This design comes from an exercise in tuning for a short achievable clock period and few clock cycles per item on the open sky130 flow, not from production work. In this exercise RTL edits were held to simulation tests only and were not proved equivalent to the original. Power and IR drop assume default switching activity.

==> flow/design.v <==
`timescale 1ns/1ns
`default_nettype none
module rv_core (
  input  logic        clk,
  input  logic        rst_n,
  output logic [31:0] imem_addr,
  input  logic [31:0] imem_instr,
  output logic [31:0] dmem_addr,
  output logic [31:0] dmem_wdata,
  output logic        dmem_read,
  output logic        dmem_write,
  input  logic [31:0] dmem_rdata
);
  localparam logic [6:0]  opc_op     = 7'b0110011;
  localparam logic [6:0]  opc_op_imm = 7'b0010011;
  localparam logic [6:0]  opc_lui    = 7'b0110111;
  localparam logic [6:0]  opc_load   = 7'b0000011;
  localparam logic [6:0]  opc_store  = 7'b0100011;
  localparam logic [31:0] nop_instr  = 32'h00000013;
  function automatic logic [31:0] ks_add(input logic [31:0] a, input logic [31:0] b);
    logic [31:0] g, p, t;
    g = a & b;
    p = a ^ b;
    t = p;
    for (int l = 0; l < 5; l++) begin
      for (int i = 31; i >= (1 << l); i--) begin
        g[i] = g[i] | (p[i] & g[i - (1 << l)]);
        p[i] = p[i] & p[i - (1 << l)];
      end
    end
    ks_add = t ^ {g[30:0], 1'b0};
  endfunction
  logic        stall;   
  logic [29:0] pc;
  logic [31:0] fd_instr;
  logic [31:0] fd_sel1, fd_sel2;
  logic        fd_we;
  logic        f_mem;
  assign imem_addr = {pc, 2'b00};
  always_ff @(posedge clk) begin
    if (!rst_n) begin
      pc       <= '0;
      fd_instr <= nop_instr;
      fd_sel1  <= '0;
      fd_sel2  <= '0;
    end else if (!stall) begin
      pc       <= pc + 30'd1;
      fd_instr <= imem_instr;
      fd_sel1  <= 32'd1 << imem_instr[19:15];
      fd_sel2  <= 32'd1 << imem_instr[24:20];
    end
  end
  assign f_mem = (imem_instr[6:0] == opc_load || imem_instr[6:0] == opc_store) &&
                 (imem_instr[14:12] == 3'b010);
  always_ff @(posedge clk) begin
    if (!rst_n)
      stall <= 1'b0;
    else
      stall <= !stall && f_mem && fd_we && (fd_instr[11:7] == imem_instr[19:15]);
  end
  logic [31:0] regs [32];
  logic        ae_we;
  logic [4:0]  ae_rd;
  logic        ew_we;
  logic [4:0]  ew_rd;
  logic [31:0] ew_res;
  logic [31:0] e_res;
  logic [6:0]  opcode;
  logic [2:0]  funct3;
  logic        alt;
  logic        d_op, d_opi, d_lui, d_ld, d_st;
  logic        d_use1, d_use2, d_we;
  logic [4:0]  d_rs1, d_rs2, d_rd;
  logic [31:0] d_imm;
  logic [31:0] d_r1, d_r2;
  assign opcode = fd_instr[6:0];
  assign funct3 = fd_instr[14:12];
  assign alt    = (fd_instr[31:25] == 7'b0100000);
  assign d_rd   = fd_instr[11:7];
  assign d_op   = (opcode == opc_op);
  assign d_opi  = (opcode == opc_op_imm);
  assign d_lui  = (opcode == opc_lui);
  assign d_ld   = (opcode == opc_load)  && (funct3 == 3'b010);
  assign d_st   = (opcode == opc_store) && (funct3 == 3'b010);
  assign d_use1 = d_op | d_opi | d_ld | d_st;
  assign d_use2 = d_op | d_st;
  assign d_we   = (d_op | d_opi | d_lui | d_ld) && (d_rd != 5'd0);
  assign fd_we  = d_we;
  assign d_rs1 = d_use1 ? fd_instr[19:15] : 5'd0;
  assign d_rs2 = d_use2 ? fd_instr[24:20] : 5'd0;
  always_comb begin
    if (d_lui)
      d_imm = {fd_instr[31:12], 12'b0};
    else if (d_st)
      d_imm = {{20{fd_instr[31]}}, fd_instr[31:25], fd_instr[11:7]};
    else
      d_imm = {{20{fd_instr[31]}}, fd_instr[31:20]};
  end
  always_comb begin
    d_r1 = '0;
    d_r2 = '0;
    for (int i = 1; i < 32; i++) begin
      d_r1 = d_r1 | ({32{fd_sel1[i]}} & regs[i]);
      d_r2 = d_r2 | ({32{fd_sel2[i]}} & regs[i]);
    end
  end
  logic d_add, d_sub, d_sll, d_sr, d_slt, d_sltu, d_xor, d_or, d_and, d_arith;
  always_comb begin
    {d_add, d_sub, d_sll, d_sr, d_slt, d_sltu, d_xor, d_or, d_and} = '0;
    d_arith = 1'b0;
    if (d_op || d_opi) begin
      case (funct3)
        3'b000: if (d_op && alt) d_sub = 1'b1; else d_add = 1'b1;
        3'b001: d_sll  = 1'b1;
        3'b010: d_slt  = 1'b1;
        3'b011: d_sltu = 1'b1;
        3'b100: d_xor  = 1'b1;
        3'b101: begin d_sr = 1'b1; d_arith = alt; end
        3'b110: d_or   = 1'b1;
        default: d_and = 1'b1;
      endcase
    end else if (d_lui) begin
      d_add = 1'b1;   
    end
  end
  logic        da_we, da_ld, da_st, da_b2, da_lui;
  logic [4:0]  da_rd;
  logic [31:0] da_imm, da_r1, da_r2;
  logic        da_add, da_sub, da_sll, da_sr, da_slt, da_sltu, da_xor, da_or, da_and, da_arith;
  logic        da_e1, da_e2, da_w1, da_w2;
  always_ff @(posedge clk) begin
    if (!rst_n || stall) begin   
      da_we <= 1'b0;
      da_ld <= 1'b0;
      da_st <= 1'b0;
    end else begin
      da_we <= d_we;
      da_ld <= d_ld;
      da_st <= d_st;
    end
  end
  always_ff @(posedge clk) begin
    da_e1  <= da_we && (da_rd == d_rs1);
    da_e2  <= da_we && (da_rd == d_rs2);
    da_w1  <= ae_we && (ae_rd == d_rs1);
    da_w2  <= ae_we && (ae_rd == d_rs2);
    da_rd  <= d_rd;
    da_imm <= d_imm;
    da_b2  <= d_op | d_st;   
    da_lui <= d_lui;
    da_r1  <= (ew_we && ew_rd == d_rs1) ? ew_res : d_r1;
    da_r2  <= (ew_we && ew_rd == d_rs2) ? ew_res : d_r2;
    {da_add, da_sub, da_sll, da_sr, da_slt, da_sltu, da_xor, da_or, da_and, da_arith} <=
      {d_add, d_sub, d_sll, d_sr, d_slt, d_sltu, d_xor, d_or, d_and, d_arith};
  end
  logic        ae_ld, ae_st;
  logic [31:0] ae_a, ae_as, ae_b, ae_sd, ae_sh, ae_addr;
  logic [3:0]  ae_shlo;   
  logic [7:0]  ae_shhi;   
  logic        ae_add, ae_sub, ae_sll, ae_sr, ae_slt, ae_sltu, ae_xor, ae_or, ae_and, ae_fill;
  logic [31:0] a_r1, a_r2, a_b;
  logic [4:0]  a_amt;
  function automatic logic [31:0] rev32(input logic [31:0] v);
    for (int i = 0; i < 32; i++) rev32[i] = v[31 - i];
  endfunction
  assign a_r1 = da_w1 ? ew_res : da_r1;
  assign a_r2 = da_w2 ? ew_res : da_r2;
  assign a_b  = da_b2 ? a_r2 : da_imm;
  assign a_amt = (da_e2 && da_b2) ? e_res[4:0] : a_b[4:0];
  always_ff @(posedge clk) begin
    if (!rst_n) begin
      ae_we <= 1'b0;
      ae_ld <= 1'b0;
      ae_st <= 1'b0;
    end else begin
      ae_we <= da_we;
      ae_ld <= da_ld;
      ae_st <= da_st;
    end
  end
  always_ff @(posedge clk) begin
    ae_rd   <= da_rd;
    ae_a    <= da_e1 ? e_res : da_lui ? 32'd0 : a_r1;
    ae_as   <= da_e1 ? (da_sub ? ~e_res : e_res) : da_lui ? 32'd0 : (da_sub ? ~a_r1 : a_r1);
    ae_b    <= (da_e2 && da_b2) ? e_res : a_b;
    ae_sd   <= da_e2 ? e_res : a_r2;
    ae_sh   <= da_e1 ? (da_sll ? rev32(e_res) : e_res) : (da_sll ? rev32(a_r1) : a_r1);
    ae_shlo <= 4'd1 << a_amt[1:0];
    ae_shhi <= 8'd1 << a_amt[4:2];
    ae_addr <= da_w1 ? ks_add(ew_res, da_imm) : ks_add(da_r1, da_imm);
    {ae_add, ae_sub, ae_sll, ae_sr, ae_slt, ae_sltu, ae_xor, ae_or, ae_and} <=
      {da_add, da_sub, da_sll, da_sr, da_slt, da_sltu, da_xor, da_or, da_and};
    ae_fill <= da_arith && (da_e1 ? e_res[31] : a_r1[31]);
  end
  logic [31:0] x_sum;
  logic        x_lt, x_ltu;
  logic [31:0] kg [6];
  logic [31:0] kp [6];
  always_comb begin
    kg[0] = ae_as & ae_b;
    kp[0] = ae_as ^ ae_b;
    for (int l = 0; l < 5; l++) begin
      for (int i = 0; i < 32; i++) begin
        if (i >= (1 << l)) begin
          kg[l+1][i] = kg[l][i] | (kp[l][i] & kg[l][i - (1 << l)]);
          kp[l+1][i] = kp[l][i] & kp[l][i - (1 << l)];
        end else begin
          kg[l+1][i] = kg[l][i];
          kp[l+1][i] = kp[l][i];
        end
      end
    end
    x_sum = (kp[0] ^ {32{ae_sub}}) ^ {kg[5][30:0], 1'b0};
  end
  logic [30:0] cg [6];
  logic [30:0] ce [6];
  logic        lt_low;
  always_comb begin
    cg[0] = ~ae_a[30:0] & ae_b[30:0];      
    ce[0] = ~(ae_a[30:0] ^ ae_b[30:0]);    
    for (int l = 0; l < 5; l++) begin
      for (int i = 0; i < 31; i++) begin
        if (i >= (1 << l)) begin
          cg[l+1][i] = cg[l][i] | (ce[l][i] & cg[l][i - (1 << l)]);
          ce[l+1][i] = ce[l][i] & ce[l][i - (1 << l)];
        end else begin
          cg[l+1][i] = cg[l][i];
          ce[l+1][i] = ce[l][i];
        end
      end
    end
    lt_low = cg[5][30];
    x_ltu  = (~ae_a[31] & ae_b[31]) | (~(ae_a[31] ^ ae_b[31]) & lt_low);
    x_lt   = (ae_a[31] & ~ae_b[31]) | (~(ae_a[31] ^ ae_b[31]) & lt_low);
  end
  logic [31:0] sr1, sr2;
  always_comb begin
    for (int i = 0; i < 32; i++) begin
      sr1[i] = 1'b0;
      for (int k = 0; k < 4; k++)
        sr1[i] = sr1[i] | (ae_shlo[k] & ((i + k < 32) ? ae_sh[(i + k) & 31] : ae_fill));
    end
    for (int i = 0; i < 32; i++) begin
      sr2[i] = 1'b0;
      for (int k = 0; k < 8; k++)
        sr2[i] = sr2[i] | (ae_shhi[k] & ((i + 4 * k < 32) ? sr1[(i + 4 * k) & 31] : ae_fill));
    end
  end
  always_comb begin
    e_res = ({32{ae_add | ae_sub}} & x_sum)
          | ({32{ae_sll}}  & rev32(sr2))
          | ({32{ae_sr}}   & sr2)
          | ({32{ae_slt}}  & {31'd0, x_lt})
          | ({32{ae_sltu}} & {31'd0, x_ltu})
          | ({32{ae_xor}}  & (ae_a ^ ae_b))
          | ({32{ae_or}}   & (ae_a | ae_b))
          | ({32{ae_and}}  & (ae_a & ae_b))
          | ({32{ae_ld}}   & dmem_rdata);
  end
  assign dmem_addr  = ae_addr;
  assign dmem_read  = ae_ld;
  assign dmem_write = ae_st;
  assign dmem_wdata = ae_sd;
  always_ff @(posedge clk) begin
    if (!rst_n)
      ew_we <= 1'b0;
    else
      ew_we <= ae_we;
  end
  always_ff @(posedge clk) begin
    ew_rd  <= ae_rd;
    ew_res <= e_res;
  end
  always_ff @(posedge clk) begin
    if (ew_we)
      regs[ew_rd] <= ew_res;
  end
endmodule
`default_nettype wire
==> flow/run.sh <==
#!/bin/bash
# synth_recipe.tcl (not shown) runs the flow's synth.tcl, then flattens the netlist and writes it again
# the make line also repeats each setting of config.mk as NAME=value (left out here)
make -C /OpenROAD-flow-scripts/flow DESIGN_CONFIG=/design/flow/config.mk WORK_HOME=/design/flow/orfs CLKGATE_MAP_FILE= SYNTH_SCRIPT=/design/flow/synth_recipe.tcl finish
==> flow/config.mk <==
export PLATFORM = sky130hd
export DESIGN_NAME = rv_core
export DESIGN_NICKNAME = rv_core
export VERILOG_FILES = /design/flow/design.v
export SDC_FILE = /design/flow/constraint.sdc
export NUM_CORES = 4
export LEC_CHECK = 0
export ABC_CLOCK_PERIOD_IN_PS = 2500
export CAP_MARGIN = 20
export CORE_MARGIN = 2
export CORE_UTILIZATION = 40
export SETUP_SLACK_MARGIN = 4.5
export SLEW_MARGIN = 20
==> flow/constraint.sdc <==
create_clock -name core_clock -period 7.0 [get_ports {clk}]
set_input_delay 1.4000 -clock core_clock [delete_from_list [all_inputs] [get_ports {clk}]]
set_output_delay 1.4000 -clock core_clock [all_outputs]
set_load 0.01 [all_outputs]
==> summary.txt, run 1 <==
- Top cell type's share of synthesized area: 0.439
- Global placement routability congestion: 0.961
- Maxcap violations: 0
- Total CTS buffers: 159
- DRT Pass-1 Iters: 10
- Hold Crit Start: da_or
- Tot GR Track Use: 0.362
- Pin count of the biggest net entering global routing: 94
- Crit-path cells: ha_4 > a21o_1 > a21o_1 > a31oi_4 > buf_12 > nor4b_4 > or3_4 > a211oi_4 > mux2i_4 > a31oi_4 > mux2_4
- Status: no timing/DRC/antenna violations
- Crit Reg-Reg Endpoint: ae_b[25]
- Via count: 59,600
- Ys async rst share: 0
- Hold Crit Class: register to register
- Final min period: 3.13 ns
- Number of global-route vias before repair: 55,900
- Arrival time of the worst setup path: 3.82 ns
- Skew final: 0.0394 ns
- Syn. warnings: 5
- Slowest stage delay, CP: 0.46 ns
- Power density over the cells: 258 nW/um^2
- Path depth of the worst reg2reg path: 11
- TNS Setup: 0 ns
- DR iter-0 viols: 12,600
- Die Y-Extent: 416 microns
- Filler instances: 14,300
- Max Fanout on Critical Path: 4
- IO Pins: 164
- Ys flop type: edfxtp_1
- Antenna violations before repair: 23
- Core area: 169,000 sq um
- H-tree levels: 4
- Synth Cell Area: 67,800 sq um
- Slew Limit Fails: 0
- First-pass GRT wire length: 442,000 microns
- Period utilization: 0.447
- Clock Root Buffer: clkbuf_16
- CTS tree: done
- Share of cells above drive strength 1: 0.282
- Starting Density: 0.402
- Nets: 6,237
- Synthesis-to-finish area growth: 26.0%
- Die area: 173,000 sq um
- VDD IR max: 0.284 mV
- Final hold violation count: 0
- Crit Path Class: register to register
- CP Capture Type: register
- Clock Pin Slew Worst Setup and Hold Paths: 0.06 ns
- Num rows: 151
- Reg2reg setup slack: 3.87 ns
- Routed Antenna Nets: 0
- CTS Hold Bufs: 0
- DR vias/cell: 7.15
- Syn_area_per_cell: 12.2 sq um
- Setup violators final: 0
- Post-route DRC: 0
- Leakage: 0.0303 uW
- Critical-path top delay cell: or3_4
- Synth Register Bits: 1,497
- RSZ-0062 raised after global routing: true
- Worst-Margin Slew: 1.10 ns
- Top cells by count, synth: edfxtp_1, a22oi_1, dfxtp_1
- Max Clock Freq: 319 MHz
- Count leader, synth: edfxtp_1
- Max-slew headroom: 0.265
- Clk sinks: 1,497
- DP HPWL: 178,000 microns
- Launch point of the worst reg-to-reg path: ae_b[7]
- Utilization after layout: 0.506
- Grt ovf: 0
- Total Wirelength: 327,000 microns
- WL/cell: 39.2 microns
- Post-synth EDFFs: 992
- Hold Path Depth: 0
- WHS Endpoint: ae_or
- Later-pin clock latency in the skew report: 0.82 ns
- Startpoint types: register
- I/O Buffers: 161
- Die Width: 416 microns
- Synth area leader: edfxtp_1
- Mapped Cells: 5,578
- Clk buf depth: 3
- CP Data Required Time: 7.69 ns
- Seq/Total Area, Yosys: 0.588
- Cell variety after synth: 91
- Largest cells by area after synthesis: edfxtp_1, dfxtp_1, a22oi_1
## where the power goes
part           internal, uW  switching [uW]  leakage, uW  total (uW)
registers              9800             382       0.0134       10200
clock network          5010            3740      0.00259        8750
logic                  1280            1840       0.0142        3120
total                 16100            5960       0.0302       22100
## area by class of cell
class | instances | area [sq um] | area share
sequential | 1497 | 40500 | 0.474
multi-input combinational | 3559 | 30100 | 0.352
timing repair buffer | 627 | 6230 | 0.0729
clock buffer | 211 | 4370 | 0.0511
tap | 2218 | 2780 | 0.0325
clock inverter | 78 | 938 | 0.0110
inverter | 134 | 518 | 0.00606
antenna | 18 | 45.0 | 0.000527
## registers in the layout (all words and copies together), names as in the netlist, 4 cells and up
| signal | flops |
|---|---|
| pc | 30 |
| ae_rd | 5 |
| ae_a | 32 |
| ae_as | 32 |
| da_imm | 32 |
| ae_shhi | 8 |
| da_r1 | 32 |
| da_rd | 5 |
| ae_b | 32 |
| ae_addr | 32 |
| da_r2 | 32 |
| ae_shlo | 4 |
| regs | 992 |
| ae_sd | 32 |
| fd_sel2 | 31 |
| ew_rd | 5 |
| fd_instr | 32 |
| ew_res | 32 |
| ae_sh | 32 |
| fd_sel1 | 31 |
## layer usage
| layer | share of wire | vias to the layer above | GRT usage |
|---|---|---|---|
| met5 | 0.00068 | - | 0.00528 |
| met4 | 0.093 | 14 | 0.262 |
| met3 | 0.15 | 1785 | 0.130 |
| met2 | 0.42 | 5773 | 0.525 |
| met1 | 0.34 | 29000 | 0.443 |
| li1 | - | 23100 | - |
## logic make-up after synthesis
kind of cell / after synthesis / share of synthesized area
AO/OA/AOI/OAI: 1835 / 0.203
XOR/XNOR: 169 / 0.0218
adder cells (fa/ha/maj): 193 / 0.0358
buffers and inverters: 524 / 0.0296
flip-flops: 1497 / 0.588
multiplexers: 209 / 0.0343
other: 1 / 0.0000553
AND/OR/NAND/NOR: 1150 / 0.0866
## cells in the final DEF (no fill, tap or decap), drive strengths merged, types with 29 or more instances in the layout
| cell type | count |
|---|---|
| nand3 | 188 |
| a221oi | 227 |
| a221o | 31 |
| nor3 | 77 |
| dfxtp | 505 |
| edfxtp | 992 |
| or4 | 32 |
| and2 | 42 |
| inv | 143 |
| o21ai | 192 |
| a22o | 217 |
| a21oi | 150 |
| xor2 | 65 |
| a21o | 77 |
| mux2 | 76 |
| nor2b | 123 |
| a222oi | 71 |
| o22ai | 33 |
| mux2i | 125 |
| nor2 | 207 |
| clkbuf | 214 |
| clkdlybuf4s50 | 64 |
| nand2 | 244 |
| clkinv | 47 |
| nand2b | 29 |
| nand4 | 122 |
| ha | 191 |
| buf | 559 |
| a22oi | 667 |
| xnor2 | 104 |
## critical path: cells and delay by family (launching register included)
kind                       cells  cell delay (ns)
DFF                            1             0.36
adders and majority gates      1             0.25
AOI/OAI and AO/OA              5             1.04
buffers and inverters          1             0.15
and+or+nand+nor                2             0.51
muxes                          2             0.70
## through the flow
stage               std cells  area [sq um]  setup slack (ns)  hold slack [ns]  power [uW]
finish                   8342         85500              3.87            0.325       22100
global route             8336         85400              3.81            0.331       22500
CTS                      8219         83100              3.82            0.326       21600
detailed placement       7702         72500              3.27            0.312       12500
global placement         7702         72500              3.29            0.312       12500
floorplan                5579         68400              4.07            0.310       11400
## how the worst max path moves through the flow
stage                    from           to  slack, ns
3_3_place_gp       ew_res[18]  ae_addr[31]       3.29
3_5_place_dp        ew_res[5]  ae_addr[31]       3.27
5_1_grt             ae_as[16]     ae_b[28]       3.81
6_report              ae_b[7]     ae_b[25]       3.87
4_1_cts              ae_b[17]     ae_sh[0]       3.82
2_1_floorplan  dmem_rdata[21]    ae_sh[10]       4.07
## timing repair
action                                  4_1_cts  5_1_grt
gates resized for setup                    1271      344
endpoints found under the setup margin     1134      728
buffers inserted                            224      101
pin swaps                                   196      184
gates cloned                                  4        4
Testbench counts, summed over its fixed seeds: cycles 21,036, instrs 20,688.
==> run 2, diff against run 1 <==
--- a/flow/design.v
+++ b/flow/design.v
@@ -32,6 +32,7 @@
   endfunction
   logic        stall;   
   logic [29:0] pc;
+  logic [29:0] pc_n;   
   logic [31:0] fd_instr;
   logic [31:0] fd_sel1, fd_sel2;
   logic        fd_we;
@@ -40,11 +41,13 @@
   always_ff @(posedge clk) begin
     if (!rst_n) begin
       pc       <= '0;
+      pc_n     <= '1;
       fd_instr <= nop_instr;
       fd_sel1  <= '0;
       fd_sel2  <= '0;
     end else if (!stall) begin
-      pc       <= pc + 30'd1;
+      pc       <= ~pc_n + 30'd1;
+      pc_n     <= ~(~pc_n + 30'd1);
       fd_instr <= imem_instr;
       fd_sel1  <= 32'd1 << imem_instr[19:15];
       fd_sel2  <= 32'd1 << imem_instr[24:20];
@@ -128,6 +131,13 @@
   logic [31:0] da_imm, da_r1, da_r2;
   logic        da_add, da_sub, da_sll, da_sr, da_slt, da_sltu, da_xor, da_or, da_and, da_arith;
   logic        da_e1, da_e2, da_w1, da_w2;
+  logic        n_e1, n_e2;
+  logic [6:0]  da_s;
+  logic [6:0]  q_a, q_asp, q_asn, q_b, q_sd, q_shp, q_shr;
+  logic        f_asn;
+  assign n_e1 = da_we && (da_rd == d_rs1);
+  assign n_e2 = da_we && (da_rd == d_rs2);
+  assign da_s = {da_ld, da_xor | da_or | da_and, da_sltu, da_slt, da_sr, da_sll, da_add | da_sub};
   always_ff @(posedge clk) begin
     if (!rst_n || stall) begin   
       da_we <= 1'b0;
@@ -140,8 +150,16 @@
     end
   end
   always_ff @(posedge clk) begin
-    da_e1  <= da_we && (da_rd == d_rs1);
-    da_e2  <= da_we && (da_rd == d_rs2);
+    da_e1  <= n_e1;
+    da_e2  <= n_e2;
+    q_a    <= {7{n_e1}} & da_s;
+    q_asp  <= {7{n_e1 && !d_sub}} & da_s;
+    q_asn  <= {7{n_e1 && d_sub}} & da_s;
+    f_asn  <= n_e1 && d_sub;
+    q_b    <= {7{n_e2 && (d_op || d_st)}} & da_s;
+    q_sd   <= {7{n_e2}} & da_s;
+    q_shp  <= {7{n_e1 && !d_sll}} & da_s;
+    q_shr  <= {7{n_e1 && d_sll}} & da_s;
     da_w1  <= ae_we && (ae_rd == d_rs1);
     da_w2  <= ae_we && (ae_rd == d_rs2);
     da_rd  <= d_rd;
@@ -154,6 +172,7 @@
       {d_add, d_sub, d_sll, d_sr, d_slt, d_sltu, d_xor, d_or, d_and, d_arith};
   end
   logic        ae_ld, ae_st;
+  logic        ae_ldn;   
   logic [31:0] ae_a, ae_as, ae_b, ae_sd, ae_sh, ae_addr;
   logic [3:0]  ae_shlo;   
   logic [7:0]  ae_shhi;   
@@ -163,6 +182,19 @@
   function automatic logic [31:0] rev32(input logic [31:0] v);
     for (int i = 0; i < 32; i++) rev32[i] = v[31 - i];
   endfunction
+  logic [31:0] xp_sum, xp_sr, xp_log, xp_ld;
+  logic        xp_lt, xp_ltu;
+  function automatic logic [31:0] pick(input logic [6:0] q, input logic [31:0] sum,
+                                       input logic [31:0] sr, input logic lt, input logic ltu,
+                                       input logic [31:0] lg, input logic [31:0] ld);
+    pick = ({32{q[0]}} & sum)
+         | ({32{q[1]}} & rev32(sr))
+         | ({32{q[2]}} & sr)
+         | {31'd0, q[3] & lt}
+         | {31'd0, q[4] & ltu}
+         | ({32{q[5]}} & lg)
+         | ({32{q[6]}} & ld);
+  endfunction
   assign a_r1 = da_w1 ? ew_res : da_r1;
   assign a_r2 = da_w2 ? ew_res : da_r2;
   assign a_b  = da_b2 ? a_r2 : da_imm;
@@ -171,20 +203,31 @@
     if (!rst_n) begin
       ae_we <= 1'b0;
       ae_ld <= 1'b0;
+      ae_ldn <= 1'b1;
       ae_st <= 1'b0;
     end else begin
       ae_we <= da_we;
       ae_ld <= da_ld;
+      ae_ldn <= !da_ld;
       ae_st <= da_st;
     end
   end
+  logic [31:0] x_a, x_asp, x_asn, x_b, x_sd, x_shp, x_shr;
+  assign x_a   = pick(q_a,   xp_sum, xp_sr, xp_lt, xp_ltu, xp_log, xp_ld);
+  assign x_asp = pick(q_asp, xp_sum, xp_sr, xp_lt, xp_ltu, xp_log, xp_ld);
+  assign x_asn = pick(q_asn, xp_sum, xp_sr, xp_lt, xp_ltu, xp_log, xp_ld);
+  assign x_b   = pick(q_b,   xp_sum, xp_sr, xp_lt, xp_ltu, xp_log, xp_ld);
+  assign x_sd  = pick(q_sd,  xp_sum, xp_sr, xp_lt, xp_ltu, xp_log, xp_ld);
+  assign x_shp = pick(q_shp, xp_sum, xp_sr, xp_lt, xp_ltu, xp_log, xp_ld);
+  assign x_shr = pick(q_shr, xp_sum, xp_sr, xp_lt, xp_ltu, xp_log, xp_ld);
   always_ff @(posedge clk) begin
     ae_rd   <= da_rd;
-    ae_a    <= da_e1 ? e_res : da_lui ? 32'd0 : a_r1;
-    ae_as   <= da_e1 ? (da_sub ? ~e_res : e_res) : da_lui ? 32'd0 : (da_sub ? ~a_r1 : a_r1);
-    ae_b    <= (da_e2 && da_b2) ? e_res : a_b;
-    ae_sd   <= da_e2 ? e_res : a_r2;
-    ae_sh   <= da_e1 ? (da_sll ? rev32(e_res) : e_res) : (da_sll ? rev32(a_r1) : a_r1);
+    ae_a    <= x_a | ((da_e1 || da_lui) ? 32'd0 : a_r1);
+    ae_as   <= x_asp | (f_asn ? ~x_asn : 32'd0) |
+               ((da_e1 || da_lui) ? 32'd0 : (da_sub ? ~a_r1 : a_r1));
+    ae_b    <= x_b | ((da_e2 && da_b2) ? 32'd0 : a_b);
+    ae_sd   <= x_sd | (da_e2 ? 32'd0 : a_r2);
+    ae_sh   <= x_shp | rev32(x_shr) | (da_e1 ? 32'd0 : (da_sll ? rev32(a_r1) : a_r1));
     ae_shlo <= 4'd1 << a_amt[1:0];
     ae_shhi <= 8'd1 << a_amt[4:2];
     ae_addr <= da_w1 ? ks_add(ew_res, da_imm) : ks_add(da_r1, da_imm);
@@ -192,7 +235,7 @@
       {da_add, da_sub, da_sll, da_sr, da_slt, da_sltu, da_xor, da_or, da_and};
     ae_fill <= da_arith && (da_e1 ? e_res[31] : a_r1[31]);
   end
-  logic [31:0] x_sum;
+  logic [31:0] x_sum, x_log;
   logic        x_lt, x_ltu;
   logic [31:0] kg [6];
   logic [31:0] kp [6];
@@ -246,17 +289,17 @@
         sr2[i] = sr2[i] | (ae_shhi[k] & ((i + 4 * k < 32) ? sr1[(i + 4 * k) & 31] : ae_fill));
     end
   end
-  always_comb begin
-    e_res = ({32{ae_add | ae_sub}} & x_sum)
-          | ({32{ae_sll}}  & rev32(sr2))
-          | ({32{ae_sr}}   & sr2)
-          | ({32{ae_slt}}  & {31'd0, x_lt})
-          | ({32{ae_sltu}} & {31'd0, x_ltu})
-          | ({32{ae_xor}}  & (ae_a ^ ae_b))
-          | ({32{ae_or}}   & (ae_a | ae_b))
-          | ({32{ae_and}}  & (ae_a & ae_b))
-          | ({32{ae_ld}}   & dmem_rdata);
-  end
+  assign x_log = ({32{ae_xor}} & (ae_a ^ ae_b))
+               | ({32{ae_or}}  & (ae_a | ae_b))
+               | ({32{ae_and}} & (ae_a & ae_b));
+  assign e_res = pick({!ae_ldn, ae_xor | ae_or | ae_and, ae_sltu, ae_slt, ae_sr, ae_sll,
+                         ae_add | ae_sub}, xp_sum, xp_sr, xp_lt, xp_ltu, xp_log, xp_ld);
+  assign xp_sum = x_sum;
+  assign xp_sr  = sr2;
+  assign xp_lt  = x_lt;
+  assign xp_ltu = x_ltu;
+  assign xp_log = x_log;
+  assign xp_ld  = dmem_rdata;
   assign dmem_addr  = ae_addr;
   assign dmem_read  = ae_ld;
   assign dmem_write = ae_st;
@@ -267,13 +310,15 @@
     else
       ew_we <= ae_we;
   end
+  logic [31:0] ew_wn;
   always_ff @(posedge clk) begin
     ew_rd  <= ae_rd;
     ew_res <= e_res;
+    ew_wn  <= ~e_res;
   end
   always_ff @(posedge clk) begin
     if (ew_we)
-      regs[ew_rd] <= ew_res;
+      regs[ew_rd] <= ~ew_wn;
   end
 endmodule
 `default_nettype wire
--- a/flow/config.mk
+++ b/flow/config.mk
@@ -5,7 +5,7 @@
 export SDC_FILE = /design/flow/constraint.sdc
 export NUM_CORES = 4
 export LEC_CHECK = 0
-export ABC_CLOCK_PERIOD_IN_PS = 2500
+export ABC_AREA = 1
 export CAP_MARGIN = 20
 export CORE_MARGIN = 2
 export CORE_UTILIZATION = 40
==> summary.txt, run 2 <==
- Met3 Resource Use GR: 0.163 (+0.0331)
- Worst setup margin: 4.17 ns (+0.304 ns)
- CP Capture Type: primary output
- Largest Register: regs
- Number of global-route vias before repair: 75,700 (+35%)
- Clock Pin Slew Worst Setup and Hold Paths: 0.07 ns (about the same)
- Arrival time of the worst setup path: 1.43 ns (-2.39 ns)
- Most frequent cells in the layout: nand2_1, edfxtp_1, inv_1
- RSZ-0062 raised after global routing: true
- Final hold violation count: 0 (unchanged)
- Commonest non-fill, non-tap cell in the layout: nand2_1
- Clk buf depth: 3 (unchanged)
- Slowest stage delay, CP: 0.44 ns (-0.02 ns)
- Synth Register Bits: 1,610 (+7.5%)
- Grt ovf: 0 (unchanged)
- Top Usage Layer GRT: met2
- NetSw: 7280 uW (+22%)
- DR vias/cell: 6.55 (-8.4%)
- DR iter-0 viols: 13,800 (+9.2%)
- Count leader, synth: nand2_1
- Kind of cell adding the most delay to the critical path: flip-flops
- Clk sinks: 1,610 (+7.5%)
- Max Clock Freq: 354 MHz (+11%)
- Share of cells above drive strength 1: 0.171 (-0.111)
- Nets: 10,000 (+61%)
- Via count: 82,500 (+38%)
- Max-slew headroom: 0.0967 (-0.169)
- M1 GR Usage: 0.520 (+0.0770)
- Mapped Cells: 9,506 (+70%)
- Seq/Total Area, Yosys: 0.522 (-0.0662)
- Total CTS buffers: 180 (+13%)
- VDD IR max: 0.236 mV (-17%)
- First-pass GRT wire length: 624,000 microns (+41%)
- WL/cell: 37.3 microns (-5.0%)
- H-tree levels: 4 (unchanged)
- Starting Density: 0.403 (+0.00169)
- Synth Cell Area: 80,700 sq um (+19%)
- Hold Crit Class: register to register
- Crit Path Class: register to primary output
- Routed Antenna Nets: 0 (unchanged)
- Utilization after layout: 0.486 (-0.0196)
- Crit-path cells: buf_6
- Syn. warnings: 5 (unchanged)
- Slew Limit Fails: 0 (unchanged)
- Period utilization: 0.404 (-0.0435)
- Post-route DRC: 0 (unchanged)
- Top cell type's share of synthesized area: 0.369 (-0.0703)
- DP HPWL: 295,000 microns (+66%)
- CP Data Required Time: 5.60 ns (-2.09 ns)
- Pin count of the biggest net entering global routing: 95 (+1.1%)
- Die Width: 453 microns (+9.0%)
- Final min period: 2.83 ns (-0.304 ns)
- CTS tree: done
- P_int: 17,500 uW (+8.7%)
- I/O Buffers: 161 (unchanged)
- Cell variety after synth: 65 (-29%)
- Max reg flops: 992 (unchanged)
- Synthesis-to-finish area growth: 20.6%
- CP bufs+invs: 1 (unchanged)
- Total Wirelength: 470,000 microns (+44%)
- Core area: 200,000 sq um (+19%)
- M2 GR Usage: 0.638 (+0.113)
- Die Y-Extent: 453 microns (+9.0%)
- Num rows: 164 (+8.6%)
- Maxcap violations: 0 (unchanged)
- Die area: 205,000 sq um (+19%)
- TNS Setup: 0 ns (unchanged)
- Startpoint types: register
- Switching Share: 0.294 (+0.0236)
- Post-synth EDFFs: 992 (unchanged)
- Largest cells by area after synthesis: edfxtp_1, dfxtp_1, nand2_1
- Leakage: 0.0370 uW (+22%)
- Power density over the cells: 254 nW/um^2 (-1.4%)
- Tot GR Track Use: 0.441 (+0.0795)
- Antenna violations before repair: 43 (+87%)
- Status: no timing/DRC/antenna violations
- Clock Root Buffer: clkbuf_16
- Flop pwr share: 0.444 (-0.018)
- Skew final: 0.0529 ns (+0.0135 ns)
- Ys async rst share: 0 (unchanged)
- IO Pins: 164 (unchanged)
- Combinational group share of total power: 0.152 (+0.010)
- Ys flop type: edfxtp_1
- Critical-path top delay cell: dfxtp_4
- Max Fanout on Critical Path: 1 (-3)
- Setup violators final: 0 (unchanged)
- Syn_area_per_cell: 8.49 sq um (-30%)
- Synth area leader: edfxtp_1
- Global placement routability congestion: 1.12 (+17%)
- Worst-Margin Slew: 1.35 ns (+0.251 ns)
- Clk network pwr share: 0.404 (+0.007)
- Later-pin clock latency in the skew report: 0.87 ns (+0.05 ns)
- Top cells by count, synth: nand2_1, edfxtp_1, inv_1
- DRT Pass-1 Iters: 9 (-1)
- Place WS: 3.39 ns (+0.117 ns)
## run 2: cell count changes after synthesis, moves of 270 or more
cell / delta
a21oi_1: +446
o21ai_0: +300
nand3_1: +270
nand2_1: +2671
nor2_1: +398
inv_1: +501
a22oi_1: -628
## run 2: worst paths after layout
| check | startpoint | endpoint | slack (ns) | depth (start not counted) |
|---|---|---|---|---|
| worst max-delay path | ae_sd[15] | dmem_wdata[15] | 4.17 | 1 |
| worst min register to register | da_xor | ae_xor | 0.33 | 0 |
| worst min-delay path | da_xor | ae_xor | 0.33 | 0 |
| worst max register to register | q_shp[2] | ae_sh[15] | 4.21 | 4 |
## run 2: timing repair
item,in CTS,in global routing
cloned,6,4
hold buffers,0,0
setup endpoints to repair,1280,549
resized for setup,1016,508
pin swaps,58,144
buffers inserted,100,135
hold endpoints to repair,0,0
## run 2: area by class of cell
cell class	instances	area [sq um]
fill	19100	103000
sequential	1610	42600
multi-input combinational	6702	36900
timing repair buffer	602	5660
clock buffer	240	5090
tap	2656	3320
inverter	666	2610
clock inverter	93	1120
antenna	32	80.1
## run 2: per-stage QoR
| step | total power [uW] | instances | area [sq um] | hold WS (ns) |
|---|---|---|---|---|
| 2_1_floorplan | 12400 | 9507 | 80800 | 0.329 |
| 3_3_place_gp | 14100 | 12000 | 85400 | 0.339 |
| 3_5_place_dp | 14100 | 12000 | 85500 | 0.342 |
| 4_1_cts | 24200 | 12400 | 94300 | 0.343 |
| 5_1_grt | 25300 | 12600 | 97300 | 0.357 |
| 6_report | 24800 | 12600 | 97400 | 0.331 |
## run 2: per-layer routing
layer  part of all wire  vias to the layer above
li1                   -                    33600
met1               0.34                    39400
met2               0.41                     7176
met3               0.14                     2255
met4               0.10                       20
met5            0.00040                        -
## run 2: power groups by stage
stage	Combinational, uW	Clock [uW]	Sequential (uW)
finish	3770	10000	11000
global route	3900	10400	11000
CTS	3240	10000	10900
detailed placement	2980	0	11100
global placement	3000	0	11100
floorplan	1620	0	10800
## run 2: logic make-up (layout without fill, tap and decap cells)
kind of cell,count (synthesis),after routing,share of synthesized area
XOR/XNOR,71,71,0.00770
AO/OA/AOI/OAI,1838,1838,0.143
flip-flops,1610,1610,0.522
AND/OR/NAND/NOR,4590,4595,0.239
adder cells (fa/ha/maj),193,193,0.0301
multiplexers,3,3,0.000372
buffers and inverters,1200,1601,0.0571
other,1,34,0.0000464
Testbench counts of run 2, summed over its fixed seeds: cycles 21,036, instrs 20,688.

==> afterwards: timing with drivers on the ports <==
In the flow no input, the clock included, has a driving cell. The finished layouts below were timed again as built, in two steps.
Step 1: set_driving_cell puts a clkbuf_16 on clk and a buf_2 on each other input, an assumption about the parent block.
Step 2, shift: input delay + t, output delay - t, t = (earliest + latest rising clock arrival at the registers) / 2. This alone moves slack from input paths to output paths.
a / b / c = ideal / step 1 / step 2; a / b = the first two.
run | t, ns | setup slack, ns | hold slack, ns
run 1 | 0.881 | 3.870 / 3.870 / 3.291 | 0.325 / 0.325 / 0.325
run 2 | 0.928 | 4.174 / 4.088 / 3.371 | 0.331 / 0.331 / 0.331
After both steps setup and hold are still met in every run listed. For run 2, which loses most, drivers alone change the setup slack by -0.086 ns; drivers and shift together by -0.803 ns.
